Background: an optimization exercise with open tools, aiming at small area, a short achievable clock period and few clock cycles per item. Do not read the settings as production practice.
Function was checked by simulation only, so behaviour that the tests miss may differ from the original.
Power and IR drop assume default switching activity.

## design/flow/design.v

```verilog
localparam logic [4:0] ALU_NOP   = 5'd0;
localparam logic [4:0] ALU_PA    = 5'd1;    
localparam logic [4:0] ALU_PB    = 5'd2;    
localparam logic [4:0] ALU_ADD   = 5'd3;
localparam logic [4:0] ALU_SUB   = 5'd4;
localparam logic [4:0] ALU_AND   = 5'd5;
localparam logic [4:0] ALU_OR    = 5'd6;
localparam logic [4:0] ALU_XOR   = 5'd7;
localparam logic [4:0] ALU_NOR   = 5'd8;
localparam logic [4:0] ALU_SLT   = 5'd9;
localparam logic [4:0] ALU_SLTU  = 5'd10;
localparam logic [4:0] ALU_SLL   = 5'd11;   
localparam logic [4:0] ALU_SRL   = 5'd12;
localparam logic [4:0] ALU_SRA   = 5'd13;
localparam logic [4:0] ALU_MULT  = 5'd16;   
localparam logic [4:0] ALU_MULTU = 5'd17;
localparam logic [4:0] ALU_DIV   = 5'd18;
localparam logic [4:0] ALU_DIVU  = 5'd19;
localparam logic [4:0] ALU_MFHI  = 5'd20;
localparam logic [4:0] ALU_MFLO  = 5'd21;
localparam logic [4:0] ALU_MTHI  = 5'd22;
localparam logic [4:0] ALU_MTLO  = 5'd23;
localparam logic OPA_RS  = 1'b0;
localparam logic OPA_EXT = 1'b1;
localparam logic OPB_RT  = 1'b0;
localparam logic OPB_EXT = 1'b1;
localparam logic [1:0] FWD_NONE = 2'd0;
localparam logic [1:0] FWD_ALU  = 2'd1;     
localparam logic [1:0] FWD_MEM  = 2'd2;     
`timescale 1ns/1ps
module operand_sel (
    input  logic [1:0]       rs_fwd_i,
    input  logic [1:0]       rt_fwd_i,
    input  logic             opa_sel_i,
    input  logic             opb_sel_i,
    input  logic [32-1:0] rs_i,
    input  logic [32-1:0] rt_i,
    input  logic [32-1:0] ext_i,
    input  logic [32-1:0] fwd_alu_i,
    input  logic [32-1:0] fwd_mem_i,
    output logic [32-1:0] opa_o,
    output logic [32-1:0] opb_o,
    output logic [32-1:0] store_data_o
);
localparam logic [4:0] ALU_NOP   = 5'd0;
localparam logic [4:0] ALU_PA    = 5'd1;    
localparam logic [4:0] ALU_PB    = 5'd2;    
localparam logic [4:0] ALU_ADD   = 5'd3;
localparam logic [4:0] ALU_SUB   = 5'd4;
localparam logic [4:0] ALU_AND   = 5'd5;
localparam logic [4:0] ALU_OR    = 5'd6;
localparam logic [4:0] ALU_XOR   = 5'd7;
localparam logic [4:0] ALU_NOR   = 5'd8;
localparam logic [4:0] ALU_SLT   = 5'd9;
localparam logic [4:0] ALU_SLTU  = 5'd10;
localparam logic [4:0] ALU_SLL   = 5'd11;   
localparam logic [4:0] ALU_SRL   = 5'd12;
localparam logic [4:0] ALU_SRA   = 5'd13;
localparam logic [4:0] ALU_MULT  = 5'd16;   
localparam logic [4:0] ALU_MULTU = 5'd17;
localparam logic [4:0] ALU_DIV   = 5'd18;
localparam logic [4:0] ALU_DIVU  = 5'd19;
localparam logic [4:0] ALU_MFHI  = 5'd20;
localparam logic [4:0] ALU_MFLO  = 5'd21;
localparam logic [4:0] ALU_MTHI  = 5'd22;
localparam logic [4:0] ALU_MTLO  = 5'd23;
localparam logic OPA_RS  = 1'b0;
localparam logic OPA_EXT = 1'b1;
localparam logic OPB_RT  = 1'b0;
localparam logic OPB_EXT = 1'b1;
localparam logic [1:0] FWD_NONE = 2'd0;
localparam logic [1:0] FWD_ALU  = 2'd1;     
localparam logic [1:0] FWD_MEM  = 2'd2;     
    logic [32-1:0] rs_fresh;
    logic [32-1:0] rt_fresh;
    always_comb
    begin
        case (rs_fwd_i)
            FWD_ALU: rs_fresh = fwd_alu_i;
            FWD_MEM: rs_fresh = fwd_mem_i;
            default: rs_fresh = rs_i;        
        endcase
        case (rt_fwd_i)
            FWD_ALU: rt_fresh = fwd_alu_i;
            FWD_MEM: rt_fresh = fwd_mem_i;
            default: rt_fresh = rt_i;
        endcase
    end
    assign opa_o = (opa_sel_i == OPA_EXT) ? ext_i : rs_fresh;
    assign opb_o = (opb_sel_i == OPB_EXT) ? ext_i : rt_fresh;
    assign store_data_o = rt_fresh;
endmodule
`timescale 1ns/1ps
module int_alu (
    input  logic [4:0]       func_i,
    input  logic [32-1:0] opa_i,
    input  logic [32-1:0] opb_i,
    output logic [32-1:0] res_o
);
localparam logic [4:0] ALU_NOP   = 5'd0;
localparam logic [4:0] ALU_PA    = 5'd1;    
localparam logic [4:0] ALU_PB    = 5'd2;    
localparam logic [4:0] ALU_ADD   = 5'd3;
localparam logic [4:0] ALU_SUB   = 5'd4;
localparam logic [4:0] ALU_AND   = 5'd5;
localparam logic [4:0] ALU_OR    = 5'd6;
localparam logic [4:0] ALU_XOR   = 5'd7;
localparam logic [4:0] ALU_NOR   = 5'd8;
localparam logic [4:0] ALU_SLT   = 5'd9;
localparam logic [4:0] ALU_SLTU  = 5'd10;
localparam logic [4:0] ALU_SLL   = 5'd11;   
localparam logic [4:0] ALU_SRL   = 5'd12;
localparam logic [4:0] ALU_SRA   = 5'd13;
localparam logic [4:0] ALU_MULT  = 5'd16;   
localparam logic [4:0] ALU_MULTU = 5'd17;
localparam logic [4:0] ALU_DIV   = 5'd18;
localparam logic [4:0] ALU_DIVU  = 5'd19;
localparam logic [4:0] ALU_MFHI  = 5'd20;
localparam logic [4:0] ALU_MFLO  = 5'd21;
localparam logic [4:0] ALU_MTHI  = 5'd22;
localparam logic [4:0] ALU_MTLO  = 5'd23;
localparam logic OPA_RS  = 1'b0;
localparam logic OPA_EXT = 1'b1;
localparam logic OPB_RT  = 1'b0;
localparam logic OPB_EXT = 1'b1;
localparam logic [1:0] FWD_NONE = 2'd0;
localparam logic [1:0] FWD_ALU  = 2'd1;     
localparam logic [1:0] FWD_MEM  = 2'd2;     
    logic             sub;
    logic [32-1:0] opb_x;
    logic [32:0]   sum;
    logic             lt_s;
    logic             lt_u;
    assign sub   = (func_i == ALU_SUB) || (func_i == ALU_SLT) || (func_i == ALU_SLTU);
    assign opb_x = opb_i ^ {32{sub}};
    fast_add #(.W(32)) u_add (
        .a_i    (opa_i),
        .b_i    (opb_x),
        .cin_i  (sub),
        .sum_o  (sum[32-1:0]),
        .cout_o (sum[32])
    );
    assign lt_u  = !sum[32];                               
    assign lt_s  = (opa_i[32-1] ^ opb_i[32-1]) ? opa_i[32-1] : sum[32-1];
    logic [5-1:0] shamt;
    logic                sh_left;
    logic                sh_fill;
    logic [32-1:0]    opb_rev;
    logic [32-1:0]    sh_st [5+1];
    logic [32-1:0]    sh_out;
    logic [32-1:0]    sll_res;
    assign shamt   = opa_i[5-1:0];
    assign sh_left = (func_i == ALU_SLL);
    assign sh_fill = (func_i == ALU_SRA) && opb_i[32-1];
    always_comb
    begin
        for (int i = 0; i < 32; i++)
            opb_rev[i] = opb_i[32-1-i];
        sh_st[0] = sh_left ? opb_rev : opb_i;
        for (int s = 0; s < 5; s++)
            for (int i = 0; i < 32; i++)
                sh_st[s+1][i] = !shamt[s] ? sh_st[s][i] :
                                (i + (1 << s) < 32) ? sh_st[s][i + (1 << s)] : sh_fill;
        sh_out = sh_st[5];
        for (int i = 0; i < 32; i++)
            sll_res[i] = sh_out[32-1-i];
    end
    always_comb
    begin
        case (func_i)
            ALU_PA:   res_o = opa_i;
            ALU_PB:   res_o = opb_i;
            ALU_ADD,
            ALU_SUB:  res_o = sum[32-1:0];
            ALU_AND:  res_o = opa_i & opb_i;
            ALU_OR:   res_o = opa_i | opb_i;
            ALU_XOR:  res_o = opa_i ^ opb_i;
            ALU_NOR:  res_o = ~(opa_i | opb_i);
            ALU_SLT:  res_o = {{(32-1){1'b0}}, lt_s};
            ALU_SLTU: res_o = {{(32-1){1'b0}}, lt_u};
            ALU_SLL:  res_o = sll_res;
            ALU_SRL,
            ALU_SRA:  res_o = sh_out;
            default:  res_o = '0;    
        endcase
    end
endmodule
module fast_add #(
    parameter int W = 32
) (
    input  logic [W-1:0] a_i,
    input  logic [W-1:0] b_i,
    input  logic         cin_i,
    output logic [W-1:0] sum_o,
    output logic         cout_o
);
    localparam int L = $clog2(W);
    logic [L:0][W-1:0] gg;
    logic [L:0][W-1:0] pg;
    logic [W-1:0]      p;
    assign p     = a_i ^ b_i;
    assign gg[0] = (a_i & b_i) | {{(W-1){1'b0}}, p[0] & cin_i};
    assign pg[0] = p;
    for (genvar l = 0; l < L; l++)
    begin : g_lvl
        for (genvar i = 0; i < W; i++)
        begin : g_bit
            if (((i >> l) & 1) == 1)
            begin : g_join
                localparam int J = ((i >> l) << l) - 1;
                assign gg[l+1][i] = gg[l][i] | (pg[l][i] & gg[l][J]);
                assign pg[l+1][i] = pg[l][i] & pg[l][J];
            end
            else
            begin : g_pass
                assign gg[l+1][i] = gg[l][i];
                assign pg[l+1][i] = pg[l][i];
            end
        end
    end
    assign sum_o  = p ^ {gg[L][W-2:0], cin_i};
    assign cout_o = gg[L][W-1];
endmodule
`timescale 1ns/1ps
module hilo_muldiv (
    input  logic             clk,
    input  logic             rst,
    input  logic             start_i,
    input  logic [4:0]       func_i,
    input  logic [32-1:0] opa_i,
    input  logic [32-1:0] opb_i,
    output logic [32-1:0] hilo_o,
    output logic             busy_o
);
localparam logic [4:0] ALU_NOP   = 5'd0;
localparam logic [4:0] ALU_PA    = 5'd1;    
localparam logic [4:0] ALU_PB    = 5'd2;    
localparam logic [4:0] ALU_ADD   = 5'd3;
localparam logic [4:0] ALU_SUB   = 5'd4;
localparam logic [4:0] ALU_AND   = 5'd5;
localparam logic [4:0] ALU_OR    = 5'd6;
localparam logic [4:0] ALU_XOR   = 5'd7;
localparam logic [4:0] ALU_NOR   = 5'd8;
localparam logic [4:0] ALU_SLT   = 5'd9;
localparam logic [4:0] ALU_SLTU  = 5'd10;
localparam logic [4:0] ALU_SLL   = 5'd11;   
localparam logic [4:0] ALU_SRL   = 5'd12;
localparam logic [4:0] ALU_SRA   = 5'd13;
localparam logic [4:0] ALU_MULT  = 5'd16;   
localparam logic [4:0] ALU_MULTU = 5'd17;
localparam logic [4:0] ALU_DIV   = 5'd18;
localparam logic [4:0] ALU_DIVU  = 5'd19;
localparam logic [4:0] ALU_MFHI  = 5'd20;
localparam logic [4:0] ALU_MFLO  = 5'd21;
localparam logic [4:0] ALU_MTHI  = 5'd22;
localparam logic [4:0] ALU_MTLO  = 5'd23;
localparam logic OPA_RS  = 1'b0;
localparam logic OPA_EXT = 1'b1;
localparam logic OPB_RT  = 1'b0;
localparam logic OPB_EXT = 1'b1;
localparam logic [1:0] FWD_NONE = 2'd0;
localparam logic [1:0] FWD_ALU  = 2'd1;     
localparam logic [1:0] FWD_MEM  = 2'd2;     
    logic               busy;
    logic [3:0]         cnt;
    logic               is_mul;
    logic               sgn;         
    logic               neg_hi;      
    logic               neg_lo;
    logic [32-1:0]   hi;
    logic [32-1:0]   lo;
    logic [32:0]     md_d;        
    logic               div_cin;     
    logic               md_op;
    logic               op_mul;
    logic               op_signed;
    logic               a_neg;
    logic               b_neg;
    logic [32-1:0]   a_load;
    logic [32-1:0]   b_load;
    assign md_op     = (func_i == ALU_MULT) || (func_i == ALU_MULTU) ||
                       (func_i == ALU_DIV)  || (func_i == ALU_DIVU);
    assign op_mul    = (func_i == ALU_MULT) || (func_i == ALU_MULTU);
    assign op_signed = (func_i == ALU_MULT) || (func_i == ALU_DIV);
    assign a_neg     = (func_i == ALU_DIV) && opa_i[32-1];
    assign b_neg     = (func_i == ALU_DIV) && opb_i[32-1];
    assign a_load    = a_neg ? -opa_i : opa_i;
    assign b_load    = op_mul ? opb_i : (b_neg ? opb_i : ~opb_i);
    logic               mul_last;
    logic [3:0]         bth_neg;
    logic [34:0]        bth_pp [4];
    logic [39:0]        mul_op [6];
    logic [39:0]        csa_s1, csa_c1, csa_s2, csa_c2, csa_s3, csa_c3, csa_s4, csa_c4;
    logic [39:0]        mul_sum;
    assign mul_last = (cnt[1:0] == 2'd3);
    logic [3:0]         bd_one;
    logic [3:0]         bd_two;
    logic [3:0]         bd_neg;
    logic [8:0]         bd_next;
    logic [3:0]         bd_one_d;
    logic [3:0]         bd_two_d;
    logic [3:0]         bd_neg_d;
    assign bd_next = busy ? {lo[15:8], lo[7]} : {opa_i[7:0], 1'b0};
    always_comb
    begin
        for (int i = 0; i < 4; i++)
        begin
            bd_one_d[i] = bd_next[2*i] ^ bd_next[2*i+1];
            bd_two_d[i] = (bd_next[2*i+2] && !bd_next[2*i+1] && !bd_next[2*i]) ||
                          (!bd_next[2*i+2] && bd_next[2*i+1] && bd_next[2*i]);
            bd_neg_d[i] = bd_next[2*i+2] && !(bd_next[2*i+1] && bd_next[2*i]);
        end
    end
    always_comb
    begin
        for (int i = 0; i < 4; i++)
        begin
            bth_neg[i] = bd_neg[i];
            bth_pp[i]  = (({35{bd_one[i]}} & {md_d[32], md_d[32], md_d}) |
                          ({35{bd_two[i]}} & {md_d[32], md_d, 1'b0})) ^ {35{bd_neg[i]}};
        end
    end
    assign mul_op[0] = {{8{hi[32-1]}}, hi};
    assign mul_op[1] = {{5{bth_pp[0][34]}}, bth_pp[0]};
    assign mul_op[2] = {{3{bth_pp[1][34]}}, bth_pp[1], 1'b0, bth_neg[0]};
    assign mul_op[3] = {bth_pp[2][34], bth_pp[2], 1'b0, bth_neg[1], 2'b0};
    assign mul_op[4] = {bth_pp[3][33:0], 1'b0, bth_neg[2], 4'b0};
    assign mul_op[5] = {((mul_last && !sgn && lo[7]) ? md_d[32-1:0] : 32'd0),
                        1'b0, bth_neg[3], 6'b0};
    assign csa_s1 = mul_op[0] ^ mul_op[1] ^ mul_op[2];
    assign csa_c1 = {(mul_op[0][38:0] & mul_op[1][38:0]) | (mul_op[0][38:0] & mul_op[2][38:0]) |
                     (mul_op[1][38:0] & mul_op[2][38:0]), 1'b0};
    assign csa_s2 = mul_op[3] ^ mul_op[4] ^ mul_op[5];
    assign csa_c2 = {(mul_op[3][38:0] & mul_op[4][38:0]) | (mul_op[3][38:0] & mul_op[5][38:0]) |
                     (mul_op[4][38:0] & mul_op[5][38:0]), 1'b0};
    assign csa_s3 = csa_s1 ^ csa_c1 ^ csa_s2;
    assign csa_c3 = {(csa_s1[38:0] & csa_c1[38:0]) | (csa_s1[38:0] & csa_s2[38:0]) |
                     (csa_c1[38:0] & csa_s2[38:0]), 1'b0};
    assign csa_s4 = csa_s3 ^ csa_c3 ^ csa_c2;
    assign csa_c4 = {(csa_s3[38:0] & csa_c3[38:0]) | (csa_s3[38:0] & csa_c2[38:0]) |
                     (csa_c3[38:0] & csa_c2[38:0]), 1'b0};
    fast_add #(.W(40)) u_mul_add (
        .a_i    (csa_s4),
        .b_i    (csa_c4),
        .cin_i  (1'b0),
        .sum_o  (mul_sum),
        .cout_o ()
    );
    logic [32:0]     div_sh1;
    logic [32:0]     div_df1;
    logic [32-1:0]   div_r1;
    logic [32:0]     div_sh2;
    logic [32:0]     div_df2;
    logic [32-1:0]   div_r2;
    logic               div_ok1;     
    logic               div_ok2;
    assign div_sh1 = {hi, lo[32-1]};
    fast_add #(.W(32+1)) u_div_sub1 (
        .a_i    (div_sh1),
        .b_i    (md_d),
        .cin_i  (div_cin),
        .sum_o  (div_df1[32:0]),
        .cout_o (div_ok1)
    );
    assign div_r1  = div_ok1 ? div_df1[32-1:0] : div_sh1[32-1:0];
    assign div_sh2 = {div_r1, lo[32-2]};
    fast_add #(.W(32+1)) u_div_sub2 (
        .a_i    (div_sh2),
        .b_i    (md_d),
        .cin_i  (div_cin),
        .sum_o  (div_df2[32:0]),
        .cout_o (div_ok2)
    );
    assign div_r2  = div_ok2 ? div_df2[32-1:0] : div_sh2[32-1:0];
    logic               div_skip;
    assign div_skip = (cnt == 4'd0) && !(div_cin && md_d[32-1:0] == '1) && (lo[32-1:24] == '0);
    always_ff @(posedge clk)
    begin
        if (!busy && start_i && md_op)
        begin
            md_d   <= {op_mul ? (op_signed && opb_i[32-1]) : 1'b1, b_load};
            div_cin <= !b_neg;
            is_mul <= op_mul;
            sgn    <= op_signed;
        end
    end
    always_ff @(posedge clk)
    begin
        bd_one <= bd_one_d;
        bd_two <= bd_two_d;
        bd_neg <= bd_neg_d;
    end
    always_ff @(posedge clk)
    begin
        if (!rst)
        begin
            busy   <= 1'b0;
            cnt    <= '0;
            hi     <= '0;
            lo     <= '0;
            neg_hi <= 1'b0;
            neg_lo <= 1'b0;
        end
        else if (busy)
        begin
            cnt <= cnt + 1'b1;
            if (is_mul)
            begin
                hi <= mul_sum[39:8];
                lo <= {mul_sum[7:0], lo[32-1:8]};
                if (mul_last)
                    busy <= 1'b0;
            end
            else if (div_skip)
            begin
                if (lo[32-1:8] == '0)
                begin
                    lo  <= {lo[7:0], 24'd0};
                    cnt <= 4'd12;
                end
                else if (lo[32-1:16] == '0)
                begin
                    lo  <= {lo[15:0], 16'd0};
                    cnt <= 4'd8;
                end
                else
                begin
                    lo  <= {lo[23:0], 8'd0};
                    cnt <= 4'd4;
                end
            end
            else
            begin
                hi <= div_r2;
                lo <= {lo[32-3:0], div_ok1, div_ok2};
                if (cnt == 4'd15)
                    busy <= 1'b0;
            end
        end
        else if (start_i)
        begin
            if (md_op)
            begin
                busy   <= 1'b1;
                cnt    <= '0;
                hi     <= '0;
                lo     <= a_load;
                neg_hi <= a_neg;              
                neg_lo <= a_neg ^ b_neg;
            end
            else if (func_i == ALU_MTHI)
            begin
                hi     <= opa_i;
                neg_hi <= 1'b0;
            end
            else if (func_i == ALU_MTLO)
            begin
                lo     <= opa_i;
                neg_lo <= 1'b0;
            end
        end
    end
    logic               rd_hi;
    logic [32-1:0]   rd_raw;
    logic               rd_neg;
    assign rd_hi  = (func_i == ALU_MFHI);
    assign rd_raw = rd_hi ? hi : lo;
    assign rd_neg = rd_hi ? neg_hi : neg_lo;
    assign hilo_o = rd_neg ? -rd_raw : rd_raw;
    assign busy_o = busy;
endmodule
`timescale 1ns/1ps
module exec_stage (
    input  logic             clk,
    input  logic             rst,            
    input  logic             req_valid,
    input  logic [4:0]       req_func,
    input  logic             req_opa_sel,
    input  logic             req_opb_sel,
    input  logic [1:0]       req_rs_fwd,
    input  logic [1:0]       req_rt_fwd,
    input  logic [32-1:0] req_rs,         
    input  logic [32-1:0] req_rt,
    input  logic [32-1:0] req_ext,        
    input  logic [32-1:0] fwd_alu_res,
    input  logic [32-1:0] fwd_mem_res,
    output logic             rsp_valid,
    output logic [32-1:0] rsp_result,
    output logic [32-1:0] store_data_o,
    output logic             md_busy_o
);
localparam logic [4:0] ALU_NOP   = 5'd0;
localparam logic [4:0] ALU_PA    = 5'd1;    
localparam logic [4:0] ALU_PB    = 5'd2;    
localparam logic [4:0] ALU_ADD   = 5'd3;
localparam logic [4:0] ALU_SUB   = 5'd4;
localparam logic [4:0] ALU_AND   = 5'd5;
localparam logic [4:0] ALU_OR    = 5'd6;
localparam logic [4:0] ALU_XOR   = 5'd7;
localparam logic [4:0] ALU_NOR   = 5'd8;
localparam logic [4:0] ALU_SLT   = 5'd9;
localparam logic [4:0] ALU_SLTU  = 5'd10;
localparam logic [4:0] ALU_SLL   = 5'd11;   
localparam logic [4:0] ALU_SRL   = 5'd12;
localparam logic [4:0] ALU_SRA   = 5'd13;
localparam logic [4:0] ALU_MULT  = 5'd16;   
localparam logic [4:0] ALU_MULTU = 5'd17;
localparam logic [4:0] ALU_DIV   = 5'd18;
localparam logic [4:0] ALU_DIVU  = 5'd19;
localparam logic [4:0] ALU_MFHI  = 5'd20;
localparam logic [4:0] ALU_MFLO  = 5'd21;
localparam logic [4:0] ALU_MTHI  = 5'd22;
localparam logic [4:0] ALU_MTLO  = 5'd23;
localparam logic OPA_RS  = 1'b0;
localparam logic OPA_EXT = 1'b1;
localparam logic OPB_RT  = 1'b0;
localparam logic OPB_EXT = 1'b1;
localparam logic [1:0] FWD_NONE = 2'd0;
localparam logic [1:0] FWD_ALU  = 2'd1;     
localparam logic [1:0] FWD_MEM  = 2'd2;     
    logic [32-1:0] opa;
    logic [32-1:0] opb;
    logic [32-1:0] alu_res;
    logic [32-1:0] hilo_res;
    logic [32-1:0] res_d;
    logic             hilo_wr;      
    logic             md_start;
    assign hilo_wr  = (req_func == ALU_MULT) || (req_func == ALU_MULTU) ||
                      (req_func == ALU_DIV)  || (req_func == ALU_DIVU)  ||
                      (req_func == ALU_MTHI) || (req_func == ALU_MTLO);
    assign md_start = req_valid && hilo_wr;
    operand_sel u_operand_sel (
        .rs_fwd_i     (req_rs_fwd),
        .rt_fwd_i     (req_rt_fwd),
        .opa_sel_i    (req_opa_sel),
        .opb_sel_i    (req_opb_sel),
        .rs_i         (req_rs),
        .rt_i         (req_rt),
        .ext_i        (req_ext),
        .fwd_alu_i    (fwd_alu_res),
        .fwd_mem_i    (fwd_mem_res),
        .opa_o        (opa),
        .opb_o        (opb),
        .store_data_o (store_data_o)
    );
    int_alu u_int_alu (
        .func_i (req_func),
        .opa_i  (opa),
        .opb_i  (opb),
        .res_o  (alu_res)
    );
    hilo_muldiv u_hilo_muldiv (
        .clk     (clk),
        .rst     (rst),
        .start_i (md_start),
        .func_i  (req_func),
        .opa_i   (opa),
        .opb_i   (opb),
        .hilo_o  (hilo_res),
        .busy_o  (md_busy_o)
    );
    assign res_d = ((req_func == ALU_MFHI) || (req_func == ALU_MFLO)) ? hilo_res : alu_res;
    always_ff @(posedge clk)
    begin
        if (!rst)
            rsp_valid <= 1'b0;
        else
            rsp_valid <= req_valid && !hilo_wr;   
    end
    always_ff @(posedge clk)
    begin
        rsp_result <= res_d;
    end
endmodule
```

## design/flow/flow/run.sh

```bash
#!/bin/bash
set -o pipefail
cp standard.sh standard_sh_copy.log
export BUFFER_PORTS_ARGS="-buffer_cell sky130_fd_sc_hd__buf_2"
bash standard.sh > standard.log 2>&1
```

## design/flow/standard.sh

```bash
#!/bin/bash
# synth_recipe.tcl (not shown) runs the flow's synth.tcl, then flattens the netlist and writes it again
# the make line also repeats each setting of config.mk as NAME=value (left out here)
make -C /OpenROAD-flow-scripts/flow DESIGN_CONFIG=/design/flow/config.mk WORK_HOME=/design/flow/orfs CLKGATE_MAP_FILE= SYNTH_SCRIPT=/design/flow/synth_recipe.tcl "${@:-finish}"
```

## design/flow/config.mk

```make
export PLATFORM = sky130hd
export DESIGN_NAME = exec_stage
export DESIGN_NICKNAME = exec_stage
export VERILOG_FILES = /design/flow/design.v
export SDC_FILE = /design/flow/constraint.sdc
export NUM_CORES = 4
export LEC_CHECK = 0
export ABC_AREA = 1
export CAP_MARGIN = 20
export CORE_MARGIN = 2
export CORE_UTILIZATION = 40
export SLEW_MARGIN = 20
```

## design/flow/constraint.sdc

```tcl
create_clock -name core_clock -period 6.5 [get_ports {clk}]
set_input_delay 1.3000 -clock core_clock [delete_from_list [all_inputs] [get_ports {clk}]]
set_output_delay 1.3000 -clock core_clock [all_outputs]
set_load 0.01 [all_outputs]
```

==> results by group, run 1 <==
Outcome
  • Status: finished clean

Yosys
  • Number of flip-flops and latches in the synthesized netlist: 152
  • Number of enable flip-flop cells after synthesis: 36
  • Post-synthesis cell area: roughly 0.03 mm^2
  • Synth Instances: 4,898
  • Synthesized Nets: approximately 5,400
  • Share of the synthesized area in the top cell type: between 10 and 15%
  • Sequential fraction of the synthesis area: between 10% and 20%
  • Number of warnings issued by yosys: 7
  • Top flip-flop cell by instance count after synthesis: sky130_fd_sc_hd__dfxtp_1
  • Post-synth top area cell: sky130_fd_sc_hd__nand2_1
  • Fraction of registers with async set/reset: 0%
  • Avg Inst Size Synth: 6.203 um^2
  • Number of distinct library cell variants in the gate-level netlist after synthesis: 65
  • Cells taking the most area after synthesis: sky130_fd_sc_hd__nand2_1, sky130_fd_sc_hd__nand3_1, sky130_fd_sc_hd__fa_1, sky130_fd_sc_hd__ha_1, sky130_fd_sc_hd__inv_1

Clock network
  • Resize count post-CTS: 0
  • Clock tree from TritonCTS: yes
  • Clock root buffer master: sky130_fd_sc_hd__clkbuf_16
  • Clock slew seen by the registers of the worst setup and hold paths: 0.08 ns
  • Htree depth: 4
  • Number of buffers inserted for hold repair after clock tree synthesis: 0
  • Number of sinks driven by the clock tree: around 150
  • Postcts setup bufs: 0
  • CTS max path bufs: 2
  • TritonCTS Buffers: 17
  • Clock latency on the worst-skew pair: 0.50 ns

Timing
  • Tightest Pin Transition: roughly 1.0 ns
  • Endpoints failing hold: 0
  • Worst slew margin relative to its limit: between 20% and 30%
  • Clock tree skew after final layout: about 0.018 ns
  • FMAX: roughly 170 MHz
  • Slew Limit Fails: 0
  • Shortest period the worst path allows: a little under 6 ns
  • Crit share post-route: 89.62%
  • Sum of negative setup slack: 0 ns
  • Number of setup violations in the final report: 0
  • Post-route worst setup slack: 0.6745 ns
  • Setup repair after global routing missed its margin: false

Cells and area
  • Non-filler cells, final: 6,008
  • Layout Area Growth over Synthesis: 8.665%
  • Filler instances: a little over 8,000
  • Number of nets in the finished design: ~5,600
  • Register Area: 0.003407 mm^2
  • Combined area of the multi-input logic cells: about 0.023 mm^2
  • Ratio of cells with drive above 1 in the final layout: approximately a tenth

Setup path
  • WP data arrival: a little over 6 ns
  • Worst path max stage delay: ~0.64 ns
  • Crit-path slowest cell: sky130_fd_sc_hd__inv_1
  • Setup CP Type: flip-flop to flip-flop
  • Type of destination of the critical path: flip-flop
  • Required time at the worst-slack endpoint: a little under 7 ns
  • Startpoint types: flip-flop
  • Crit path max fanout: 19

Power and ir drop
  • Net switching component of the power: about 0.0076 W
  • Sequential cell fraction of total power: a little under a tenth
  • Leakage Power: approximately 17 nW
  • Clock network power share: 8.1%
  • Combinational group share of total power: between 80% and 90%
  • Power per cell area: around 390 mW/mm^2
  • Internal power consumption: 0.005167 W
  • Net switching share of the total power: 59.46%
  • Max VDD drop: between 0.3 and 0.4 mV

Min path
  • HP Class: flip-flop to flip-flop

Detailed routing
  • Final routed wirelength across all metal layers: approximately 140,000 um
  • Number of iterations in the first detailed-routing pass: 9
  • Routed vias: 35,020
  • DRC violations left: 0
  • Detailed-route vias per instance: just under 6
  • Length of routed met2 wiring: 60,980 um
  • Final ANT Viol Nets: 0
  • Average wire per cell in the routed design: about 23 um
  • Starting DRT DRC Count: 4,191
  • Wire length the detailed router placed on met1: 55,500 um
  • Wire length on met3: roughly 12,000 um
  • Uppermost layer routed: met4

Die
  • Number of cell rows: 101
  • Top-level I/O count: 240
  • Standard cell core area: about 0.076 mm^2
  • X dimension of the die: around 280 um
  • Initial Utilization: between 40% and 50%
  • Total die area: 0.07817 mm^2
  • Die height: 279.6 um

Global route
  • Number of global-route vias before repair: roughly 32,000
  • Maximum number of pins on one net before global-route repair: 66
  • GRT Residual Overflow: 0
  • Number of antenna violations at the first check in global routing: 8
  • Overall Global Routing Usage: between 30% and 40%
  • Wire length of the first global-routing pass: just over 200,000 um

Placed design
  • Place WS: roughly 0.75 ns
  • Placed wire-length estimate after detailed placement: ~110,000 um
  • Final GP Congestion: 1.056
  • Count of placed standard cells including taps: 5,968
  • IO buf count: approximately 240

Flow run
  • Number of maximum-capacitance violations: 0
## layout make-up
type	instances	area share, %
sequential	152	10.32
tap	978	3.707
timing repair buffer	322	5.662
clock buffer	19	1.372
inverter	699	7.948
multi-input combinational	3817	70.59
clock inverter	13	0.3411
antenna	8	0.06064
## path summary, 6_finish.rpt
| path | to | start | slack, ns | cells after the start |
|---|---|---|---|---|
| setup / recovery | u_hilo_muldiv.hi[27] | u_hilo_muldiv.cnt[1] | 0.67 | 25 |
| hold / removal | u_hilo_muldiv.neg_lo | u_hilo_muldiv.neg_lo | 0.53 | 2 |
| setup reg to reg | u_hilo_muldiv.hi[27] | u_hilo_muldiv.cnt[1] | 0.67 | 25 |
| hold reg to reg | u_hilo_muldiv.neg_lo | u_hilo_muldiv.neg_lo | 0.53 | 2 |
## placed cells by master, fill, tap and decap left out, types with 36 or more instances in the layout
cell type / count
sky130_fd_sc_hd__edfxtp_1: 36
sky130_fd_sc_hd__nand2_1: 1164
sky130_fd_sc_hd__nand3_1: 688
sky130_fd_sc_hd__a21oi_1: 286
sky130_fd_sc_hd__buf_4: 79
sky130_fd_sc_hd__o22ai_1: 132
sky130_fd_sc_hd__inv_1: 641
sky130_fd_sc_hd__nand4_1: 45
sky130_fd_sc_hd__ha_1: 213
sky130_fd_sc_hd__buf_2: 239
sky130_fd_sc_hd__nor2_1: 300
sky130_fd_sc_hd__dfxtp_1: 113
sky130_fd_sc_hd__xor2_1: 217
sky130_fd_sc_hd__o21ai_0: 181
sky130_fd_sc_hd__fa_1: 155
## power groups by stage
stage	clock network [W]	registers, W	logic (W)
after CTS	0.00104	0.00117	0.0104
after global placement	0	0.00119	0.0103
after floorplan	0	0.00113	0.00729
after global routing	0.00107	0.00118	0.0119
final	0.00103	0.00117	0.0105
after detailed placement	0	0.00119	0.0103
## metal layers
layer,GRT usage [%],vias to the layer above
li1,-,16340
met1,44.59,16350
met2,55.63,1912
met3,5.805,409
met4,21.60,0
met5,0,-
## kinds of logic (layout without fill, tap and decap cells)
group                    count (synthesis)  count (layout)  synth area share [%]
AND/OR/NAND/NOR                       2372            2372                 34.17
buffers and inverters                  929            1053                 12.23
AO/OA/AOI/OAI                          835             835                 16.44
adder cells (fa/ha/maj)                368             368                 18.99
XOR/XNOR                               242             242                 6.977
flip-flops                             152             152                 11.20
other                                    0               8                     0
## metrics by stage
stage               cell area, um^2  total power [W]  util (%)  hold WS, ns
finish                        33010          0.01275     43.69       0.5252
global route                  33010          0.01416     43.68       0.5511
CTS                           32990          0.01261     43.66       0.5295
detailed placement            32430          0.01151     42.91       0.5105
global placement              32430          0.01148     42.91       0.4816
floorplan                     30380         0.008426         -       0.4680
## state kept, by name, summed over array words and instances, names as in the netlist, 4 cells and up
| name | cells |
|---|---|
| u_hilo_muldiv.md_d | 33 |
| rsp_result | 32 |
| u_hilo_muldiv.hi | 32 |
| u_hilo_muldiv.lo | 32 |
| u_hilo_muldiv.bd_neg | 4 |
| u_hilo_muldiv.bd_one | 4 |
| u_hilo_muldiv.bd_two | 4 |
| u_hilo_muldiv.cnt | 4 |
## cell usage after synthesis (6+ instances only)
| cell | number |
|---|---|
| sky130_fd_sc_hd__o211ai_1 | 34 |
| sky130_fd_sc_hd__a211oi_1 | 7 |
| sky130_fd_sc_hd__nand2_1 | 1165 |
| sky130_fd_sc_hd__nand3b_1 | 16 |
| sky130_fd_sc_hd__buf_1 | 34 |
| sky130_fd_sc_hd__nand4_1 | 45 |
| sky130_fd_sc_hd__o21bai_1 | 14 |
| sky130_fd_sc_hd__nor2_1 | 305 |
| sky130_fd_sc_hd__o21ai_1 | 32 |
| sky130_fd_sc_hd__nand2_2 | 28 |
| sky130_fd_sc_hd__a221oi_1 | 19 |
| sky130_fd_sc_hd__clkbuf_1 | 117 |
| sky130_fd_sc_hd__nor2_4 | 6 |
| sky130_fd_sc_hd__edfxtp_1 | 36 |
| sky130_fd_sc_hd__a21oi_1 | 286 |
| sky130_fd_sc_hd__o2111ai_1 | 22 |
| sky130_fd_sc_hd__ha_1 | 213 |
| sky130_fd_sc_hd__dfxtp_1 | 116 |
| sky130_fd_sc_hd__nor2_2 | 14 |
| sky130_fd_sc_hd__xor2_1 | 217 |
| sky130_fd_sc_hd__clkinv_1 | 27 |
| sky130_fd_sc_hd__buf_2 | 53 |
| sky130_fd_sc_hd__and2_1 | 16 |
| sky130_fd_sc_hd__nor4_1 | 10 |
| sky130_fd_sc_hd__o221ai_1 | 9 |
| sky130_fd_sc_hd__a22oi_1 | 11 |
| sky130_fd_sc_hd__or2_2 | 18 |
| sky130_fd_sc_hd__or2_1 | 17 |
| sky130_fd_sc_hd__nand3_1 | 688 |
| sky130_fd_sc_hd__o21ai_2 | 22 |
| sky130_fd_sc_hd__nor3_1 | 29 |
| sky130_fd_sc_hd__inv_2 | 31 |
| sky130_fd_sc_hd__xnor2_1 | 25 |
| sky130_fd_sc_hd__a21o_1 | 17 |
| sky130_fd_sc_hd__inv_1 | 641 |
| sky130_fd_sc_hd__buf_4 | 10 |
| sky130_fd_sc_hd__buf_6 | 15 |
| sky130_fd_sc_hd__o21ai_0 | 181 |
| sky130_fd_sc_hd__fa_1 | 155 |
| sky130_fd_sc_hd__a21boi_0 | 11 |
| sky130_fd_sc_hd__a31oi_1 | 12 |
| sky130_fd_sc_hd__o22ai_1 | 132 |
## critical path: cells and delay by family, from the launching register on
| kind | cells | cell delay (ns) |
|---|---|---|
| AND/OR/NAND/NOR | 14 | 1.92 |
| buffers and inverters | 4 | 1.08 |
| AO/OA/AOI/OAI | 2 | 0.24 |
| adder cells (fa/ha/maj) | 5 | 2.09 |
| flip-flops | 1 | 0.35 |
Testbench counts, summed over its fixed seeds: cycles 44,261, items 24,016.
==> run 2: changes to the inputs <==
--- a/design/flow/design.v
+++ b/design/flow/design.v
@@ -284,7 +284,6 @@
     assign op_signed = (func_i == ALU_MULT) || (func_i == ALU_DIV);
     assign a_neg     = (func_i == ALU_DIV) && opa_i[32-1];
     assign b_neg     = (func_i == ALU_DIV) && opb_i[32-1];
-    assign a_load    = a_neg ? -opa_i : opa_i;
     assign b_load    = op_mul ? opb_i : (b_neg ? opb_i : ~opb_i);
     logic               mul_last;
     logic [3:0]         bth_neg;
@@ -460,13 +459,18 @@
             end
         end
     end
+    logic               rd_op;
     logic               rd_hi;
-    logic [32-1:0]   rd_raw;
-    logic               rd_neg;
+    logic [32-1:0]   ng_src;
+    logic               ng_en;
+    logic [32-1:0]   ng_res;
+    assign rd_op  = (func_i == ALU_MFHI) || (func_i == ALU_MFLO);
     assign rd_hi  = (func_i == ALU_MFHI);
-    assign rd_raw = rd_hi ? hi : lo;
-    assign rd_neg = rd_hi ? neg_hi : neg_lo;
-    assign hilo_o = rd_neg ? -rd_raw : rd_raw;
+    assign ng_src = !rd_op ? opa_i  : (rd_hi ? hi : lo);
+    assign ng_en  = !rd_op ? a_neg  : (rd_hi ? neg_hi : neg_lo);
+    assign ng_res = ng_en ? -ng_src : ng_src;
+    assign a_load = ng_res;
+    assign hilo_o = ng_res;
     assign busy_o = busy;
 endmodule
 `timescale 1ns/1ps
==> results by group, run 2 <==
Yosys
  • Fraction of registers with async set/reset: 0% (unchanged)
  • Synth Instances: 4,794 (was 4,898)
  • Cells taking the most area after synthesis: sky130_fd_sc_hd__nand2_1, sky130_fd_sc_hd__nand3_1, sky130_fd_sc_hd__fa_1, sky130_fd_sc_hd__ha_1, sky130_fd_sc_hd__dfxtp_1 (was sky130_fd_sc_hd__nand2_1, sky130_fd_sc_hd__nand3_1, sky130_fd_sc_hd__fa_1, sky130_fd_sc_hd__ha_1, sky130_fd_sc_hd__inv_1)
  • Number of distinct library cell variants in the gate-level netlist after synthesis: 63 (was 65)
  • Number of warnings issued by yosys: 7 (unchanged)
  • Share of the synthesized area in the top cell type: 14.23% (was 14.39%)
  • Sequential fraction of the synthesis area: 11.38% (was 11.20%)
  • Avg Inst Size Synth: 6.238 um^2 (was 6.203 um^2)
  • Post-synth top area cell: sky130_fd_sc_hd__nand2_1 (unchanged)
  • Number of flip-flops and latches in the synthesized netlist: 152 (unchanged)
  • Synthesized Nets: 5,335 (was 5,440)
  • Most frequently used cell type in the post-synthesis netlist: sky130_fd_sc_hd__nand2_1 (unchanged)
  • Post-synthesis cell area: 0.02990 mm^2 (was 0.03038 mm^2)
  • Top cells by instance count after synthesis: sky130_fd_sc_hd__nand2_1, sky130_fd_sc_hd__nand3_1, sky130_fd_sc_hd__inv_1, sky130_fd_sc_hd__nor2_1, sky130_fd_sc_hd__a21oi_1 (unchanged)
  • Number of enable flip-flop cells after synthesis: 36 (unchanged)
  • Top flip-flop cell by instance count after synthesis: sky130_fd_sc_hd__dfxtp_1 (unchanged)

Detailed routing
  • Final ANT Viol Nets: 0 (unchanged)
  • Detailed-route vias per instance: 5.836 (was 5.828)
  • Starting DRT DRC Count: 3,947 (was 4,191)
  • Number of iterations in the first detailed-routing pass: 8 (was 9)
  • Average wire per cell in the routed design: 23.52 um (was 23.16 um)
  • Routed vias: 34,470 (was 35,020)
  • Final routed wirelength across all metal layers: 138,900 um (was 139,200 um)
  • DRC violations left: 0 (unchanged)

Timing
  • Number of setup violations in the final report: 0 (unchanged)
  • Slew Limit Fails: 0 (unchanged)
  • Endpoints failing hold: 0 (unchanged)
  • Shortest period the worst path allows: 5.718 ns (was 5.825 ns)
  • Sum of negative setup slack: 0 ns (unchanged)
  • Worst slew margin relative to its limit: 24.83% (was 29.45%)
  • FMAX: 174.9 MHz (was 171.7 MHz)
  • Tightest Pin Transition: 1.116 ns (was 1.047 ns)
  • Clock tree skew after final layout: 0.01661 ns (was 0.01763 ns)
  • Setup repair after global routing missed its margin: false (unchanged)
  • Crit share post-route: 87.98% (was 89.62%)
  • Hold slack final: 0.4699 ns (was 0.5252 ns)

Cells and area
  • Number of nets in the finished design: 5,463 (was 5,551)
  • Biggest register: u_hilo_muldiv.md_d (unchanged)
  • Layout Area Growth over Synthesis: 9.598% (was 8.665%)
  • Combined area of the multi-input logic cells: 0.02303 mm^2 (was 0.02330 mm^2)
  • Register Area: 0.003407 mm^2 (unchanged)
  • Most common cell after layout, fill and taps aside: sky130_fd_sc_hd__nand2_1 (unchanged)
  • Filler instances: 8,126 (was 8,219)
  • Non-filler cells, final: 5,906 (was 6,008)
  • Flip-flop count of the largest register after layout: 33 (unchanged)
  • Ratio of cells with drive above 1 in the final layout: 10.03% (was 9.936%)
  • Post-route design area: 0.03278 mm^2 (was 0.03301 mm^2)
  • Highest-count cells in the layout ignoring fill and taps: sky130_fd_sc_hd__nand2_1, sky130_fd_sc_hd__nand3_1, sky130_fd_sc_hd__inv_1, sky130_fd_sc_hd__nor2_1, sky130_fd_sc_hd__a21oi_1 (unchanged)

Clock network
  • Number of sinks driven by the clock tree: 152 (unchanged)
  • Clock tree from TritonCTS: yes (unchanged)
  • Clock slew seen by the registers of the worst setup and hold paths: 0.07 ns (was 0.08 ns)
  • CTS max path bufs: 2 (unchanged)
  • Clock root buffer master: sky130_fd_sc_hd__clkbuf_16 (unchanged)
  • Htree depth: 4 (unchanged)
  • Postcts setup bufs: 0 (unchanged)
  • Resize count post-CTS: 0 (unchanged)
  • Clock latency on the worst-skew pair: 0.50 ns (about the same)
  • Number of buffers inserted for hold repair after clock tree synthesis: 0 (unchanged)
  • TritonCTS Buffers: 17 (unchanged)

Placed design
  • IO buf count: 239 (unchanged)
  • Placed wire-length estimate after detailed placement: 112,000 um (was 110,200 um)
  • Final GP Congestion: 1.050 (was 1.056)
  • Placement-stage cell area: 0.03214 mm^2 (was 0.03243 mm^2)
  • Count of placed standard cells including taps: 5,872 (was 5,968)

Flow run
  • Number of maximum-capacitance violations: 0 (unchanged)

Die
  • Die height: 277.4 um (was 279.6 um)
  • X dimension of the die: 277.4 um (was 279.6 um)
  • Initial Utilization: 40.31% (was 40.20%)
  • Total die area: 0.07696 mm^2 (was 0.07817 mm^2)
  • Top-level I/O count: 240 (unchanged)
  • Number of cell rows: 100 (was 101)
  • Standard cell core area: 0.07420 mm^2 (was 0.07557 mm^2)

Global route
  • Maximum number of pins on one net before global-route repair: 62 (was 66)
  • Overall Global Routing Usage: 35.16% (was 35.10%)
  • Number of global-route vias before repair: 31,980 (was 32,400)
  • Wire length of the first global-routing pass: 204,600 um (was 206,600 um)
  • Number of antenna violations at the first check in global routing: 6 (was 8)
  • GRT Residual Overflow: 0 (unchanged)

Min path
  • HP Class: flip-flop to flip-flop (unchanged)

Setup path
  • Required time at the worst-slack endpoint: 6.86 ns (was 6.87 ns)
  • Crit path max fanout: 17 (was 19)
  • Setup CP Type: flip-flop to flip-flop (unchanged)
  • Type of destination of the critical path: flip-flop (unchanged)
  • Startpoint types: flip-flop (unchanged)
  • WP data arrival: 6.08 ns (was 6.20 ns)

Outcome
  • Status: finished clean (unchanged)

Power and ir drop
  • Max VDD drop: 0.4185 mV (was 0.3627 mV)
  • Leakage Power: 16.57 nW (was 16.94 nW)
  • Power per cell area: 389.9 mW/mm^2 (was 386.1 mW/mm^2)
## run 2: changes by cell type after synthesis, moves of 17 or more
cell / previous run / this run
sky130_fd_sc_hd__nand2_1: 1165 / 1134
sky130_fd_sc_hd__or2_2: 18 / 35
sky130_fd_sc_hd__inv_1: 641 / 597
sky130_fd_sc_hd__inv_2: 31 / 10
sky130_fd_sc_hd__o21ai_1: 32 / 9
sky130_fd_sc_hd__nor2_1: 305 / 327
sky130_fd_sc_hd__clkbuf_1: 117 / 148
sky130_fd_sc_hd__o21ai_0: 181 / 213
## run 2: final cells by class
type | count | area share (%)
Antenna cell | 2 | 0.01527
Clock buffer | 24 | 1.603
Clock inverter | 8 | 0.3245
Inverter | 646 | 7.406
Multi-Input combinational cell | 3757 | 70.26
Sequential cell | 152 | 10.40
Tap cell | 969 | 3.699
Timing Repair Buffer | 348 | 6.299
## run 2: final timing paths
| check | from | to | slack [ns] | cells past startpoint |
|---|---|---|---|---|
| min | u_hilo_muldiv.neg_lo | u_hilo_muldiv.neg_lo | 0.47 | 2 |
| max reg2reg | u_hilo_muldiv.cnt[0] | u_hilo_muldiv.hi[25] | 0.78 | 22 |
| max | u_hilo_muldiv.cnt[0] | u_hilo_muldiv.hi[25] | 0.78 | 22 |
| min reg2reg | u_hilo_muldiv.neg_lo | u_hilo_muldiv.neg_lo | 0.47 | 2 |
## run 2: critical path, stage by stage, from the launching register on
cell,delay [ns]
sky130_fd_sc_hd__dfxtp_1,0.33
sky130_fd_sc_hd__ha_1,0.26
sky130_fd_sc_hd__nand2_1,0.62
sky130_fd_sc_hd__buf_4,0.36
sky130_fd_sc_hd__nor2_1,0.09
sky130_fd_sc_hd__fa_1,0.51
sky130_fd_sc_hd__fa_1,0.54
sky130_fd_sc_hd__inv_1,0.05
sky130_fd_sc_hd__fa_1,0.47
sky130_fd_sc_hd__inv_1,0.04
sky130_fd_sc_hd__ha_1,0.32
sky130_fd_sc_hd__a21oi_1,0.24
sky130_fd_sc_hd__o21ai_0,0.19
sky130_fd_sc_hd__nand3_1,0.11
sky130_fd_sc_hd__nand3b_1,0.08
sky130_fd_sc_hd__a21oi_1,0.11
sky130_fd_sc_hd__nand2_1,0.23
sky130_fd_sc_hd__fa_1,0.50
sky130_fd_sc_hd__xor2_1,0.18
sky130_fd_sc_hd__o21ai_0,0.16
sky130_fd_sc_hd__inv_1,0.05
sky130_fd_sc_hd__nand2_1,0.06
sky130_fd_sc_hd__a21oi_1,0.05
## run 2: cells by family (layout without fill, tap and decap cells)
group                    after synthesis  after routing  synth area share, %
AND/OR/NAND/NOR                     2297           2297                33.20
multiplexers                           3              3               0.1004
XOR/XNOR                             269            269                7.954
adder cells (fa/ha/maj)              367            367                19.25
other                                  0              2                    0
buffers and inverters                885           1026                11.75
AO/OA/AOI/OAI                        821            821                16.38
flip-flops                           152            152                11.38
## run 2: through the flow
step	utilization, %	worst slack (ns)	power, W
floorplan	-	1.367	0.008397
finish	44.17	0.7816	0.01278
global placement	43.32	0.6284	0.01141
global route	44.17	0.3697	0.01407
detailed placement	43.32	0.5426	0.01148
CTS	44.17	0.7912	0.01267
## run 2: power breakdown
| group | total [W] | internal, W | switching (W) |
|---|---|---|---|
| registers | 0.00115 | 0.00104 | 0.000104 |
| clock network | 0.00113 | 0.000647 | 0.000481 |
| logic | 0.0105 | 0.00366 | 0.00684 |
| total | 0.0128 | 0.00535 | 0.00743 |
## run 2: metal layers
metal | vias to the layer above | global-route usage, % | part of all wire [%]
li1 | 16030 | - | -
met5 | - | 0 | 0.035
met3 | 406 | 5.576 | 8.6
met4 | 8 | 22.27 | 7.1
met1 | 16270 | 43.95 | 39
met2 | 1747 | 56.46 | 45
Testbench counts of run 2, summed over its fixed seeds: cycles 44,261, items 24,016.
==> run 3: changes to the inputs <==
==> design/flow/flow/run.sh (replaced) <==
#!/bin/bash
set -o pipefail
cp standard.sh standard_sh_copy.log
export BUFFER_PORTS_ARGS="-buffer_cell sky130_fd_sc_hd__buf_1"
bash standard.sh > standard.log 2>&1
==> results by group, run 3 <==
Clock network
  • Clock latency on the worst-skew pair: 0.50 ns (about the same)
  • TritonCTS Buffers: 17 (unchanged)
  • Resize count post-CTS: 0 (unchanged)
  • CTS max path bufs: 2 (unchanged)
  • Clock tree from TritonCTS: yes (unchanged)
  • Postcts setup bufs: 0 (unchanged)
  • Clock slew seen by the registers of the worst setup and hold paths: 0.08 ns (was 0.07 ns)
  • Number of buffers inserted for hold repair after clock tree synthesis: 0 (unchanged)
  • Number of sinks driven by the clock tree: 152 (unchanged)
  • Clock root buffer master: sky130_fd_sc_hd__clkbuf_16 (unchanged)
  • Htree depth: 4 (unchanged)

Die
  • Top-level I/O count: 240 (unchanged)
  • Die height: 277.4 um (unchanged)
  • Total die area: 0.07696 mm^2 (unchanged)
  • Initial Utilization: 40.31% (unchanged)
  • Standard cell core area: 0.07420 mm^2 (unchanged)
  • Number of cell rows: 100 (unchanged)
  • X dimension of the die: 277.4 um (unchanged)

Yosys
  • Share of the synthesized area in the top cell type: 14.23% (unchanged)
  • Post-synth top area cell: sky130_fd_sc_hd__nand2_1 (unchanged)
  • Number of distinct library cell variants in the gate-level netlist after synthesis: 63 (unchanged)
  • Number of enable flip-flop cells after synthesis: 36 (unchanged)
  • Most frequently used cell type in the post-synthesis netlist: sky130_fd_sc_hd__nand2_1 (unchanged)
  • Synthesized Nets: 5,335 (unchanged)
  • Top flip-flop cell by instance count after synthesis: sky130_fd_sc_hd__dfxtp_1 (unchanged)
  • Synth Instances: 4,794 (unchanged)
  • Sequential fraction of the synthesis area: 11.38% (unchanged)
  • Number of flip-flops and latches in the synthesized netlist: 152 (unchanged)
  • Cells taking the most area after synthesis: sky130_fd_sc_hd__nand2_1, sky130_fd_sc_hd__nand3_1, sky130_fd_sc_hd__fa_1, sky130_fd_sc_hd__ha_1, sky130_fd_sc_hd__dfxtp_1 (unchanged)
  • Post-synthesis cell area: 0.02990 mm^2 (unchanged)
  • Top cells by instance count after synthesis: sky130_fd_sc_hd__nand2_1, sky130_fd_sc_hd__nand3_1, sky130_fd_sc_hd__inv_1, sky130_fd_sc_hd__nor2_1, sky130_fd_sc_hd__a21oi_1 (unchanged)
  • Fraction of registers with async set/reset: 0% (unchanged)
  • Avg Inst Size Synth: 6.238 um^2 (unchanged)
  • Number of warnings issued by yosys: 7 (unchanged)

Cells and area
  • Biggest register: u_hilo_muldiv.md_d (unchanged)
  • Layout Area Growth over Synthesis: 8.485% (was 9.598%)
  • Most common cell after layout, fill and taps aside: sky130_fd_sc_hd__nand2_1 (unchanged)
  • Non-filler cells, final: 5,906 (unchanged)
  • Flip-flop count of the largest register after layout: 33 (unchanged)
  • Highest-count cells in the layout ignoring fill and taps: sky130_fd_sc_hd__nand2_1, sky130_fd_sc_hd__nand3_1, sky130_fd_sc_hd__inv_1, sky130_fd_sc_hd__nor2_1, sky130_fd_sc_hd__a21oi_1 (unchanged)
  • Number of nets in the finished design: 5,461 (was 5,463)
  • Ratio of cells with drive above 1 in the final layout: 5.271% (was 10.03%)

Setup path
  • Crit path max fanout: 15 (was 17)
  • Type of destination of the critical path: flip-flop (unchanged)
  • WP data arrival: 6.17 ns (was 6.08 ns)
  • Required time at the worst-slack endpoint: 6.87 ns (was 6.86 ns)
  • Setup CP Type: flip-flop to flip-flop (unchanged)
  • Startpoint types: flip-flop (unchanged)

Power and ir drop
  • Power per cell area: 385.9 mW/mm^2 (was 389.9 mW/mm^2)
  • Max VDD drop: 0.3664 mV (was 0.4185 mV)
  • Overall Power: 0.01252 W (was 0.01278 W)
  • Leakage Power: 15.85 nW (was 16.57 nW)

Global route
  • Maximum number of pins on one net before global-route repair: 66 (was 62)
  • GRT Residual Overflow: 0 (unchanged)
  • Number of global-route vias before repair: 32,290 (was 31,980)
  • Overall Global Routing Usage: 35.65% (was 35.16%)
  • Number of antenna violations at the first check in global routing: 7 (was 6)
  • Wire length of the first global-routing pass: 207,100 um (was 204,600 um)

Flow run
  • Number of maximum-capacitance violations: 0 (unchanged)

Timing
  • Clock tree skew after final layout: 0.01494 ns (was 0.01661 ns)
  • Setup repair after global routing missed its margin: false (unchanged)
  • Hold slack final: 0.4714 ns (was 0.4699 ns)
  • Endpoints failing hold: 0 (unchanged)
  • Crit share post-route: 89.24% (was 87.98%)
  • Sum of negative setup slack: 0 ns (unchanged)
  • Worst slew margin relative to its limit: 30.69% (was 24.83%)
  • FMAX: 172.4 MHz (was 174.9 MHz)
  • Shortest period the worst path allows: 5.801 ns (was 5.718 ns)
  • Tightest Pin Transition: 1.039 ns (was 1.116 ns)
  • Number of setup violations in the final report: 0 (unchanged)
  • Slew Limit Fails: 0 (unchanged)
  • Post-route worst setup slack: 0.6991 ns (was 0.7816 ns)

Detailed routing
  • Final routed wirelength across all metal layers: 140,200 um (was 138,900 um)
  • Routed vias: 34,530 (was 34,470)
  • Final ANT Viol Nets: 0 (unchanged)
  • Number of iterations in the first detailed-routing pass: 8 (unchanged)
  • DRC violations left: 0 (unchanged)
  • Starting DRT DRC Count: 4,268 (was 3,947)
  • Detailed-route vias per instance: 5.846 (was 5.836)
  • Average wire per cell in the routed design: 23.74 um (was 23.52 um)

Placed design
  • IO buf count: 239 (unchanged)
  • Count of placed standard cells including taps: 5,870 (was 5,872)
  • Placed wire-length estimate after detailed placement: 112,900 um (was 112,000 um)
  • Place WS: 0.7108 ns (was 0.5426 ns)
  • Final GP Congestion: 1.038 (was 1.050)

Outcome
  • Status: finished clean (unchanged)

Min path
  • HP Class: flip-flop to flip-flop (unchanged)
## run 3: area by class of cell
type | instances | area, um^2
Tap cell | 969 | 1212
Clock inverter | 14 | 177.7
Fill cell | 8091 | 41750
Clock buffer | 18 | 439.2
Inverter | 646 | 2427
Timing Repair Buffer | 346 | 1742
Multi-Input combinational cell | 3757 | 23030
Antenna cell | 4 | 10.01
Sequential cell | 152 | 3407
## run 3: path summary, 6_finish.rpt
check	end	from	cells after the start	slack, ns
worst max-delay path	u_hilo_muldiv.hi[25]	u_hilo_muldiv.sgn	21	0.70
worst min-delay path	u_hilo_muldiv.neg_lo	u_hilo_muldiv.neg_lo	2	0.47
worst max register to register	u_hilo_muldiv.hi[25]	u_hilo_muldiv.sgn	21	0.70
worst min register to register	u_hilo_muldiv.neg_lo	u_hilo_muldiv.neg_lo	2	0.47
## run 3: cells by family (layout without fill, tap and decap cells)
group	Yosys count	after routing	share of synthesized area (%)
and+or+nand+nor	2297	2297	33.20
buffers and inverters	885	1024	11.75
AOI/OAI and AO/OA	821	821	16.38
adders and majority gates	367	367	19.25
xor gates and xnor gates	269	269	7.954
DFF	152	152	11.38
muxes	3	3	0.1004
other	0	4	0
## run 3: stage by stage
stage | utilization [%] | area, um^2
floorplan | - | 29900
CTS | 43.71 | 32430
detailed placement | 42.88 | 31820
global route | 43.71 | 32430
global placement | 42.88 | 31820
finish | 43.73 | 32440
## run 3: metal layers
layer  global-route usage [%]  routed length (um)  share of wire [%]  vias to the layer above
li1                         -                   -                  -                    16050
met1                    44.31               55630                 40                    16290
met2                    57.68               63240                 45                     1780
met3                    6.308               11770                8.4                      407
met4                    21.24                9529                6.8                        4
met5                        0                  27              0.019                        -
## run 3: critical path, cell delays in order (launching register included)
cell and delay, ns:
sky130_fd_sc_hd__edfxtp_1 0.48, sky130_fd_sc_hd__nor2_1 0.16, sky130_fd_sc_hd__nand2_1 0.48, sky130_fd_sc_hd__nor2_1 0.33
sky130_fd_sc_hd__fa_1 0.45, sky130_fd_sc_hd__fa_1 0.54, sky130_fd_sc_hd__inv_1 0.05, sky130_fd_sc_hd__fa_1 0.47
sky130_fd_sc_hd__inv_1 0.04, sky130_fd_sc_hd__ha_1 0.31, sky130_fd_sc_hd__a21oi_1 0.26, sky130_fd_sc_hd__o21ai_0 0.28
sky130_fd_sc_hd__nand2_1 0.13, sky130_fd_sc_hd__nand2_1 0.22, sky130_fd_sc_hd__a21oi_1 0.20, sky130_fd_sc_hd__nand2_1 0.23
sky130_fd_sc_hd__fa_1 0.49, sky130_fd_sc_hd__xor2_1 0.17, sky130_fd_sc_hd__o21ai_0 0.14, sky130_fd_sc_hd__inv_1 0.08
sky130_fd_sc_hd__nand2_1 0.07, sky130_fd_sc_hd__a21oi_1 0.05
## run 3: power by group
group / switching [W] / total [W] / internal (W)
Combinational: 0.00667 / 0.0102 / 0.00358
Clock: 0.000528 / 0.00112 / 0.000594
Sequential: 0.000104 / 0.00115 / 0.00104
Total: 0.00730 / 0.0125 / 0.00522
==> run 4: changes to the inputs <==
--- a/design/flow/design.v
+++ b/design/flow/design.v
@@ -286,6 +286,7 @@
     assign b_neg     = (func_i == ALU_DIV) && opb_i[32-1];
     assign b_load    = op_mul ? opb_i : (b_neg ? opb_i : ~opb_i);
     logic               mul_last;
+    logic               mul_cor;     
     logic [3:0]         bth_neg;
     logic [34:0]        bth_pp [4];
     logic [39:0]        mul_op [6];
@@ -324,7 +325,7 @@
     assign mul_op[2] = {{3{bth_pp[1][34]}}, bth_pp[1], 1'b0, bth_neg[0]};
     assign mul_op[3] = {bth_pp[2][34], bth_pp[2], 1'b0, bth_neg[1], 2'b0};
     assign mul_op[4] = {bth_pp[3][33:0], 1'b0, bth_neg[2], 4'b0};
-    assign mul_op[5] = {((mul_last && !sgn && lo[7]) ? md_d[32-1:0] : 32'd0),
+    assign mul_op[5] = {(mul_cor ? md_d[32-1:0] : 32'd0),
                         1'b0, bth_neg[3], 6'b0};
     assign csa_s1 = mul_op[0] ^ mul_op[1] ^ mul_op[2];
     assign csa_c1 = {(mul_op[0][38:0] & mul_op[1][38:0]) | (mul_op[0][38:0] & mul_op[2][38:0]) |
@@ -385,6 +386,10 @@
     end
     always_ff @(posedge clk)
     begin
+        mul_cor <= busy && (cnt[1:0] == 2'd2) && !sgn && lo[15];
+    end
+    always_ff @(posedge clk)
+    begin
         bd_one <= bd_one_d;
         bd_two <= bd_two_d;
         bd_neg <= bd_neg_d;
==> results by group, run 4 <==
Outcome
  • Status: finished clean (unchanged)

Detailed routing
  • Routed vias: 34,590 (was 34,530)
  • Wire length on met3: 12,050 um (was 11,770 um)
  • Wire length the detailed router placed on met1: 55,600 um (was 55,630 um)
  • Final ANT Viol Nets: 0 (unchanged)
  • Detailed-route vias per instance: 5.795 (was 5.846)
  • Final routed wirelength across all metal layers: 134,100 um (was 140,200 um)
  • Uppermost layer routed: met5 (unchanged)
  • Average wire per cell in the routed design: 22.46 um (was 23.74 um)
  • Length of routed met2 wiring: 59,230 um (was 63,240 um)

Global route
  • Wire length of the first global-routing pass: 201,800 um (was 207,100 um)
  • Maximum number of pins on one net before global-route repair: 61 (was 66)
  • Overall Global Routing Usage: 34.03% (was 35.65%)
  • Number of global-route vias before repair: 32,290 (about the same)
  • GRT Residual Overflow: 0 (unchanged)
  • Number of antenna violations at the first check in global routing: 1 (was 7)

Placed design
  • Final GP Congestion: 1.047 (was 1.038)
  • Placed wire-length estimate after detailed placement: 107,500 um (was 112,900 um)
  • IO buf count: 239 (unchanged)

Setup path
  • Type of destination of the critical path: flip-flop (unchanged)
  • Required time at the worst-slack endpoint: 6.86 ns (was 6.87 ns)
  • Crit path max fanout: 9 (was 15)
  • Startpoint types: flip-flop (unchanged)

Cells and area
  • Most common cell after layout, fill and taps aside: sky130_fd_sc_hd__nand2_1 (unchanged)
  • Layout Area Growth over Synthesis: 7.832% (was 8.485%)
  • Ratio of cells with drive above 1 in the final layout: 4.720% (was 5.271%)
  • Antenna fix cells: 0 (was 4)
  • Biggest register: u_hilo_muldiv.md_d (unchanged)
  • Post-route design area: 0.03252 mm^2 (was 0.03244 mm^2)
  • Number of nets in the finished design: 5,529 (was 5,461)
  • Highest-count cells in the layout ignoring fill and taps: sky130_fd_sc_hd__nand2_1, sky130_fd_sc_hd__nand3_1, sky130_fd_sc_hd__inv_1, sky130_fd_sc_hd__a21oi_1, sky130_fd_sc_hd__buf_1 (was sky130_fd_sc_hd__nand2_1, sky130_fd_sc_hd__nand3_1, sky130_fd_sc_hd__inv_1, sky130_fd_sc_hd__nor2_1, sky130_fd_sc_hd__a21oi_1)

Clock network
  • Clock tree from TritonCTS: yes (unchanged)
  • Clock root buffer master: sky130_fd_sc_hd__clkbuf_16 (unchanged)
  • Htree depth: 4 (unchanged)
  • Number of buffers inserted for hold repair after clock tree synthesis: 0 (unchanged)
  • CTS max path bufs: 2 (unchanged)
  • Clock slew seen by the registers of the worst setup and hold paths: 0.07 ns (was 0.08 ns)
  • Postcts setup bufs: 0 (unchanged)
  • TritonCTS Buffers: 17 (unchanged)
  • Number of sinks driven by the clock tree: 153 (was 152)

Timing
  • Setup repair after global routing missed its margin: false (unchanged)
  • Tightest Pin Transition: 1.016 ns (was 1.039 ns)
  • Slew Limit Fails: 0 (unchanged)
  • Endpoints failing hold: 0 (unchanged)
  • Crit share post-route: 87.09% (was 89.24%)
  • Worst slew margin relative to its limit: 31.88% (was 30.69%)
  • Clock tree skew after final layout: 0.01846 ns (was 0.01494 ns)
  • Shortest period the worst path allows: 5.661 ns (was 5.801 ns)
  • Sum of negative setup slack: 0 ns (unchanged)

Power and ir drop
  • Max VDD drop: 0.3259 mV (was 0.3664 mV)
  • Power per cell area: 371.4 mW/mm^2 (was 385.9 mW/mm^2)
  • Sequential cell fraction of total power: 9.5% (was 9.2%)
  • Leakage Power: 16.33 nW (was 15.85 nW)
  • Internal power consumption: 0.005130 W (was 0.005216 W)
  • Net switching component of the power: 0.006951 W (was 0.007302 W)

Die
  • Standard cell core area: 0.07457 mm^2 (was 0.07420 mm^2)
  • Top-level I/O count: 240 (unchanged)
  • Initial Utilization: 40.44% (was 40.31%)
  • Number of cell rows: 100 (unchanged)
  • Total die area: 0.07761 mm^2 (was 0.07696 mm^2)

Yosys
  • Synthesized Nets: 5,424 (was 5,335)
  • Number of distinct library cell variants in the gate-level netlist after synthesis: 60 (was 63)
  • Post-synthesis cell area: 0.03016 mm^2 (was 0.02990 mm^2)
  • Synth Instances: 4,882 (was 4,794)
  • Number of enable flip-flop cells after synthesis: 36 (unchanged)
  • Share of the synthesized area in the top cell type: 15.23% (was 14.23%)
  • Cells taking the most area after synthesis: sky130_fd_sc_hd__nand2_1, sky130_fd_sc_hd__nand3_1, sky130_fd_sc_hd__fa_1, sky130_fd_sc_hd__ha_1, sky130_fd_sc_hd__inv_1 (was sky130_fd_sc_hd__nand2_1, sky130_fd_sc_hd__nand3_1, sky130_fd_sc_hd__fa_1, sky130_fd_sc_hd__ha_1, sky130_fd_sc_hd__dfxtp_1)
  • Number of flip-flops and latches in the synthesized netlist: 153 (was 152)
  • Fraction of registers with async set/reset: 0% (unchanged)
  • Number of warnings issued by yosys: 7 (unchanged)

Flow run
  • Number of maximum-capacitance violations: 0 (unchanged)
## run 4: cell types whose count changed in the layout (fill, tap and decap cells not counted), sizes merged, moves of 6 or more
cell / previous run / this run
nand3: 674 / 729
buf: 343 / 329
nand4: 42 / 36
clkinv: 41 / 29
a21boi: 14 / 8
a21oi: 276 / 285
nand2: 1151 / 1232
nor2: 337 / 232
o221ai: 10 / 19
inv: 617 / 695
o21ai: 238 / 222
## run 4: final timing paths
check                                        endpoint             startpoint  slack, ns  depth (start not counted)
worst max-delay path             u_hilo_muldiv.hi[25]  u_hilo_muldiv.md_d[2]       0.84                         23
worst min-delay path            u_hilo_muldiv.mul_cor      u_hilo_muldiv.sgn       0.47                          1
worst max register to register   u_hilo_muldiv.hi[25]  u_hilo_muldiv.md_d[2]       0.84                         23
worst min register to register  u_hilo_muldiv.mul_cor      u_hilo_muldiv.sgn       0.47                          1
## run 4: layout make-up
cell class / instances / area (um^2)
Clock inverter: 14 / 170.2
Fill cell: 8203 / 42050
Timing Repair Buffer: 332 / 1599
Clock buffer: 18 / 429.2
Inverter: 717 / 2696
Multi-Input combinational cell: 3766 / 22990
Sequential cell: 153 / 3427
Tap cell: 969 / 1212
## run 4: power groups by stage
stage	clock network [W]	registers, W	logic, W
after floorplan	0	0.00112	0.00708
after global placement	0	0.00116	0.00965
after detailed placement	0	0.00116	0.00971
after CTS	0.00110	0.00114	0.00978
after global routing	0.00114	0.00115	0.0113
final	0.00109	0.00115	0.00984
## run 4: cells by family (layout without fill, tap and decap cells)
logic type	after synthesis	after routing	share of synthesized area (%)
adders and majority gates	368	368	19.12
DFF	153	153	11.35
xor gates and xnor gates	260	260	7.575
and+or+nand+nor	2320	2320	33.23
AOI/OAI and AO/OA	818	818	16.15
buffers and inverters	963	1081	12.57
## run 4: through the flow
| stage | power [W] | hold slack (ns) | std cells | worst slack, ns | utilization (%) |
|---|---|---|---|---|---|
| finish | 0.01208 | 0.4670 | 5969 | 0.8393 | 43.61 |
| global route | 0.01359 | 0.4508 | 5969 | 0.3598 | 43.61 |
| CTS | 0.01203 | 0.4493 | 5969 | 0.8253 | 43.61 |
| detailed placement | 0.01088 | 0.4462 | 5937 | 0.6871 | 42.81 |
| global placement | 0.01081 | 0.4509 | 5937 | 0.7085 | 42.81 |
| floorplan | 0.008205 | 0.3901 | 4882 | 1.412 | - |
## run 4: worst max-delay path, cell delays in order (launching register included)
cell and delay [ns]:
sky130_fd_sc_hd__edfxtp_1 0.52, sky130_fd_sc_hd__clkinv_1 0.39, sky130_fd_sc_hd__o22ai_1 0.30, sky130_fd_sc_hd__xor2_1 0.12, sky130_fd_sc_hd__fa_1 0.52, sky130_fd_sc_hd__inv_1 0.05, sky130_fd_sc_hd__fa_1 0.47, sky130_fd_sc_hd__inv_1 0.05
sky130_fd_sc_hd__fa_1 0.44, sky130_fd_sc_hd__ha_1 0.34, sky130_fd_sc_hd__a21oi_1 0.14, sky130_fd_sc_hd__nand2_1 0.10, sky130_fd_sc_hd__nand3_1 0.08, sky130_fd_sc_hd__nand2_1 0.23, sky130_fd_sc_hd__nand3_1 0.14, sky130_fd_sc_hd__nand2_1 0.19
sky130_fd_sc_hd__nand3_1 0.13, sky130_fd_sc_hd__nand2_1 0.26, sky130_fd_sc_hd__fa_1 0.51, sky130_fd_sc_hd__xor2_1 0.16, sky130_fd_sc_hd__o21ai_0 0.18, sky130_fd_sc_hd__inv_1 0.06, sky130_fd_sc_hd__nand2_1 0.06, sky130_fd_sc_hd__a21oi_1 0.05
## run 4: routing by layer
layer	up-vias	track usage (%)
li1	16240	-
met1	16250	45.54
met2	1799	53.65
met3	294	5.348
met4	2	15.91
met5	-	0
Testbench counts of run 4, summed over its fixed seeds: cycles 44,261, items 24,016.

afterwards: timing with drivers on the ports:
The results above use ideal ports. As a check the final layouts listed here were re-extracted and re-timed, cells and wires unchanged.
Step 1 sets driving cells, clkbuf_16 on the clock port and buf_2 on the other inputs (assumed; they add their load-dependent delay and slew).
Step 2 moves the port delays by t, midway between the first and last clock arrival at a register: inputs arrive t later, outputs are due t later. That takes back most of the time a late clock gives input paths.
a / b / c = ideal ports / drivers / drivers and shift; a / b = the first two.
run	t, ns	setup slack, ns	worst data-port slew with drivers (ns)
run 1	0.562	0.675 / 0.675 / 0.675	0.08
run 2	0.554	0.782 / 0.782 / 0.526	0.07
run 3	0.562	0.699 / 0.699 / 0.699	0.07
run 4	0.552	0.839 / 0.839 / 0.585	0.11
After both steps setup and hold are still met in every run listed. For run 2, which loses most, drivers alone change the setup slack by 0.000 ns; drivers and shift together by -0.256 ns.
